Context: an optimization exercise on an open-source flow, tuned for small area, a short achievable clock period and few clock cycles per item. The choices shown serve that exercise and are no tape-out recipe. Only simulation tests tie the RTL to the original design; equivalence was not proved. No activity file was given, so power comes from the tool's default toggle rates.

**flow/run.sh**
```bash
#!/bin/bash
# synth_recipe.tcl (not shown) runs the flow's synth.tcl, then flattens the netlist and writes it again
# the make line also repeats each setting of config.mk as NAME=value (left out here)
make -C /OpenROAD-flow-scripts/flow DESIGN_CONFIG=/design/flow/config.mk WORK_HOME=/design/flow/orfs CLKGATE_MAP_FILE= SYNTH_SCRIPT=/design/flow/synth_recipe.tcl finish
```
**flow/config.mk**
```make
export PLATFORM = sky130hd
export DESIGN_NAME = collision_scheduler
export DESIGN_NICKNAME = collision_scheduler
export VERILOG_FILES = /design/flow/design.v
export SDC_FILE = /design/flow/constraint.sdc
export NUM_CORES = 4
export LEC_CHECK = 0
export CAP_MARGIN = 20
export CORE_MARGIN = 2
export CORE_UTILIZATION = 40
export SLEW_MARGIN = 20
```
**flow/constraint.sdc**
```tcl
create_clock -name core_clock -period 6.0 [get_ports {clk}]
set_input_delay 1.2000 -clock core_clock [delete_from_list [all_inputs] [get_ports {clk}]]
set_output_delay 1.2000 -clock core_clock [all_outputs]
set_load 0.01 [all_outputs]
```
**flow/design.v**
```verilog
module collision_scheduler #(
  parameter int MAX_LINES = 51,
  parameter int CW        = 8,
  parameter int IDW       = 8
) (
  input  logic              clk,
  input  logic              reset,
  input  logic              in_val,
  output logic              in_rdy,
  input  logic [CW-1:0]     x1,
  input  logic [CW-1:0]     y1,
  input  logic [CW-1:0]     z1,
  input  logic [CW-1:0]     x2,
  input  logic [CW-1:0]     y2,
  input  logic [CW-1:0]     z2,
  input  logic              clr,
  output logic              chk_req,
  output logic [6*CW-1:0]   chk_a,
  output logic [6*CW-1:0]   chk_b,
  input  logic              chk_ack,
  input  logic              chk_hit,
  output logic              out_val,
  output logic [IDW-1:0]    lineID,
  output logic              collide,
  output logic [IDW-1:0]    collide_cnt,
  output logic              full,
  output logic              busy
);
  localparam int SW = 6 * CW;
  localparam int AW = (MAX_LINES > 1) ? $clog2(MAX_LINES) : 1;
  typedef enum logic [1:0] {
    IDLE,
    SCAN,
    CHECK,
    REPORT
  } state_t;
  state_t               state, state_d;
  logic [IDW-1:0]       ct;
  logic [IDW-1:0]       i;
  logic [IDW-1:0]       limit;
  logic [SW-1:0]        cur;
  logic [SW-1:0]        seg;
  logic [SW-1:0]        mem [MAX_LINES];
  logic [MAX_LINES-1:0] flag;
  logic                 accept;
  logic                 at_limit;
  logic                 cur_flagged;
  assign seg         = {x1, y1, z1, x2, y2, z2};
  assign limit       = ct - IDW'(1);
  assign at_limit    = (i == limit);
  assign cur_flagged = flag[i[AW-1:0]];
  assign full        = (ct == IDW'(MAX_LINES));
  assign accept      = (state == IDLE) && in_val && !full && !clr;
  always_comb begin
    state_d = state;
    case (state)
      IDLE: begin
        if (accept) state_d = SCAN;
      end
      SCAN: begin
        if (at_limit)          state_d = REPORT;
        else if (!cur_flagged) state_d = CHECK;
      end
      CHECK: begin
        if (chk_ack) state_d = chk_hit ? REPORT : SCAN;
      end
      REPORT: begin
        state_d = IDLE;
      end
      default: state_d = IDLE;
    endcase
    if (clr) state_d = IDLE;
  end
  always_comb begin
    in_rdy  = 1'b0;
    chk_req = 1'b0;
    chk_a   = '0;
    chk_b   = '0;
    out_val = 1'b0;
    busy    = (state != IDLE);
    case (state)
      IDLE:   in_rdy  = !full;
      CHECK: begin
        chk_req = 1'b1;
        chk_a   = cur;
        chk_b   = mem[i[AW-1:0]];
      end
      REPORT: out_val = 1'b1;
      default: ;
    endcase
  end
  always_ff @(posedge clk or negedge reset) begin
    if (!reset) state <= IDLE;
    else        state <= state_d;
  end
  always_ff @(posedge clk or negedge reset) begin
    if (!reset) begin
      ct          <= '0;
      i           <= '0;
      flag        <= '0;
      cur         <= '0;
      collide     <= 1'b0;
      collide_cnt <= '0;
      lineID      <= '0;
    end else if (clr) begin
      ct          <= '0;
      i           <= '0;
      flag        <= '0;
      collide     <= 1'b0;
      collide_cnt <= '0;
      lineID      <= '0;
    end else begin
      case (state)
        IDLE: begin
          if (accept) begin
            cur              <= seg;
            flag[ct[AW-1:0]] <= 1'b0;
            ct               <= ct + IDW'(1);
            i                <= '0;
          end
        end
        SCAN: begin
          if (at_limit) begin
            collide <= 1'b0;
            lineID  <= ct;
          end else if (cur_flagged) begin
            i <= i + IDW'(1);
          end
        end
        CHECK: begin
          if (chk_ack) begin
            if (chk_hit) begin
              flag[limit[AW-1:0]] <= 1'b1;
              collide             <= 1'b1;
              lineID              <= ct;
            end else begin
              i <= i + IDW'(1);
            end
          end
        end
        REPORT: begin
          if (collide && (collide_cnt != '1)) collide_cnt <= collide_cnt + IDW'(1);
        end
        default: ;
      endcase
    end
  end
  always_ff @(posedge clk) begin
    if (accept) mem[ct[AW-1:0]] <= seg;
  end
endmodule
```
==> results.yml <==
power:
  clkPwrFrac_pct: 37.1
  p_sw_share_pct: 24.49
  power_switching_mw: 11.01
  power_density_nw_per_um2: 383.4
  power_leakage_nw: 36.67
  intPower_mw: 33.95
  max-vdd-ir-drop_mv: 0.3937
  p_comb_share_pct: 18.0
  seqPwrFrac_pct: 44.9
global_routing:
  grt_pass1_vias: 50660
  grt_max_degree: 81
  grt_pass1_wl_um: 397000
  overflow: 0
  antenna_found_initial: 14
  grtUsageTotal_pct: 21.95
critical_path:
  crit_arrival_ns: 4.53
  cp.required_ns: 4.80
  critPathCaptureType: "output pin"
  criticalPathCategory: "reg -> out"
  cp_max_fo: 41
  start_kind: "flip-flop"
finish:
  nets: 5116
  fill_cells: 20462
  layout_commonest_cell: "edfxtp_1"
  postLayoutCoreUtil_pct: 46.70
  drive_above_1_share_pct: 27.67
  most-common-layout-cells: "edfxtp_1, mux4_2, nand2_1, clkbuf_16, buf_4"
  area_growth_pct: 16.27
timing:
  min_period_ns: 5.732
  period_share_pct: 95.53
  setup-violations-final: 0
  relSlewSlack_pct: 24.23
  hold_viol: 0
  worstMarginPinSlew_ns: 1.130
  maxSlewViolCount: 0
  rsz0062_at_grt: "false"
  fin_tns_setup_ns: 0
  skew_ns: 0.05371
  fmax_mhz: 174.5
floorplan:
  io_pins: 172
  core_um2: 251200
  rows: 184
  dieArea_um2: 256200
  fp.dieH_um: 506.2
  start_util_pct: 40.17
  die_w_um: 506.2
clock_network:
  cts-root-buf: "clkbuf_16"
  htreeDepth: 5
  clk_latency_ns: 0.92
  clockBufferDepth: 4
  cts_buffers: 279
  clkTransAtPathRegs_ns: 0.06
  clock-sinks: 2582
  cts_tree: "done"
  ctsResizeCount: 0
synthesis:
  yosysSeqAreaShare_pct: 76.19
  yosys_warnings: 1
  ys_ff_latch: 2582
  syn-num-nets: 4717
  yosys.area.top_type_share_pct: 72.86
  synth.avg_cell_area_um2: 21.70
  ys_types: 65
  synth-edff-count: 2448
  ys_async_sr_fraction_pct: 5.190
  synthFlopType: "edfxtp_1"
  syn-cell-area_um2: 100900
  yosys-top-cells-area: "edfxtp_1, mux4_2, dfrtp_1"
  yosysTopAreaCell: "edfxtp_1"
  syn_inst: 4650
status:
  status: "finished clean"
drt:
  drt.antenna.violating_nets: 0
  wl_per_cell_um: 33.00
  firstDrtPassIters: 6
  routed_via_density: 5.922
  vias: 50897
  drtIter0Drc: 6749
  drc: 0
  finalWirelength_um: 283600
place:
  dp.final_hpwl_um: 146300
  io_buffers: 171
  gp_congestion: 0.8049
run:
  drv_cap: 0
min_path:
  holdCritPathClass: "in -> async"
critical path, cell delays in order, from the launching register on:
cell             delay, ns
dfrtp_4               0.83
buf_4                 0.67
mux4_2                0.42
mux4_2                0.49
mux4_2                0.51
and2_1                0.18
clkdlybuf4s50_1       0.48
what timing repair did:
action,CTS,global route
setup buffers,0,1
hold buffers,0,0
endpoints found under the hold margin,0,0
endpoints found under the setup margin,0,1
layer usage:
| layer | vias up | global-route usage [%] | part of all wire (%) |
|---|---|---|---|
| li1 | 20193 | - | - |
| met3 | 425 | 3.896 | 8.2 |
| met5 | - | 0 | 0 |
| met1 | 27803 | 30.71 | 40 |
| met2 | 2476 | 35.50 | 49 |
| met4 | 0 | 6.173 | 2.6 |
synth_stat cells (all sizes together), types with 14 or more instances:
| master | n |
|---|---|
| nor3 | 14 |
| xor2 | 15 |
| a21oi | 67 |
| and2 | 85 |
| o22a | 15 |
| mux4 | 751 |
| a31oi | 33 |
| dfrtp | 134 |
| nand3 | 54 |
| nand2 | 289 |
| buf | 124 |
| nor2b | 18 |
| or3 | 14 |
| mux2i | 77 |
| clkbuf | 151 |
| nor2 | 139 |
| edfxtp | 2448 |
| o21ai | 60 |
final timing paths:
kind / from / to / slack (ns) / cells past startpoint
max: i[1]$_DFFE_PN0P_ / chk_b[5] / 0.27 / 6
min: reset / lineID[0]$_DFFE_PN0P_ / 0.26 / 1
max reg2reg: ct[3]$_DFFE_PN0P_ / mem[15][36]$_DFFE_PP_ / 1.10 / 9
min reg2reg: cur[15]$_DFFE_PN0P_ / cur[15]$_DFFE_PN0P_ / 0.47 / 2
max in group asynchronous: reset / cur[29]$_DFFE_PN0P_ / 4.52 / 2
min in group core_clock: cur[15]$_DFFE_PN0P_ / cur[15]$_DFFE_PN0P_ / 0.47 / 2
area by class of cell:
| type | instances | area [um^2] | share of cell area, % |
|---|---|---|---|
| flip-flops and latches | 2582 | 76880 | 65.55 |
| multi-input cells | 1780 | 23290 | 19.85 |
| clock buffers | 359 | 7595 | 6.475 |
| well taps | 3348 | 4189 | 3.571 |
| repair buffers | 393 | 4138 | 3.527 |
| clock inverters | 117 | 1144 | 0.9749 |
| inverters | 13 | 58.81 | 0.05013 |
| diodes | 2 | 5.005 | 0.004267 |
power groups by stage:
| stage | registers, mW | clock network [mW] | logic (mW) |
|---|---|---|---|
| floorplan | 20.4 | 0 | 5.69 |
| global placement | 20.6 | 0 | 8.12 |
| detailed placement | 20.6 | 0 | 8.15 |
| CTS | 20.2 | 17.0 | 8.18 |
| global route | 20.2 | 17.6 | 8.64 |
| finish | 20.2 | 16.7 | 8.10 |
kinds of logic (layout without fill, tap and decap cells):
logic type / after synthesis / in the layout / share of synthesized area (%)
buf+inv: 288 / 882 / 1.161
other cells: 0 / 2 / 0
xor+xnor: 26 / 26 / 0.2394
compound gates: 257 / 257 / 1.699
mux: 838 / 838 / 17.67
flops: 2582 / 2582 / 76.19
simple gates: 646 / 646 / 2.881
fa+ha+maj: 13 / 13 / 0.1612
per-stage QoR:
stage / cell area [um^2] / worst slack (ns) / cells / hold slack (ns) / total power [mW]
6_report: 117300 / 0.2679 / 8594 / 0.2588 / 44.97
5_1_grt: 117300 / 0.1167 / 8593 / 0.2644 / 46.45
4_1_cts: 117300 / 0.01884 / 8591 / 0.2136 / 45.33
3_5_place_dp: 108500 / 0.9041 / 8115 / 0.4565 / 28.72
3_3_place_gp: 108500 / 0.9564 / 8115 / 0.4557 / 28.67
2_1_floorplan: 100900 / -0.9256 / 4650 / 0.4380 / 26.13
state kept, by name, summed over array words and instances (netlist names):
name and count:
flag 51, cur 48, mem 2448, i 8, state 2, lineID 8, collide_cnt 8, ct 8
collide 1
Testbench counts, summed over its fixed seeds: cycles 120,250, items 2,933.

re-timing with driven ports:
No port has a modelled driver above. Below, the same layout with a new extraction and two added sets of constraints.
Step 1: set_driving_cell puts a clkbuf_16 on clk and a buf_2 on each other input, an assumption about the parent block.
Step 2 adds t to the input delays and takes it off the output delays; t is the mean of the earliest and latest rising clock arrival at the registers after step 1. Input paths then give back, and output paths get back, about the clock's delay inside the block.
a / b / c = no drivers / after step 1 / after step 2; a / b = the first two.
shift t [ns]: 1.002
setup slack, ns: 0.268 / 0.170 / 0.814
clock arrival spread, ns: 0.066 / 0.067
slew at the worst register clock pin (ns): 0.07 / 0.07
After both steps setup and hold are still met in this run. The setup slack of this run moves by -0.098 ns with the drivers and by +0.546 ns with both steps.
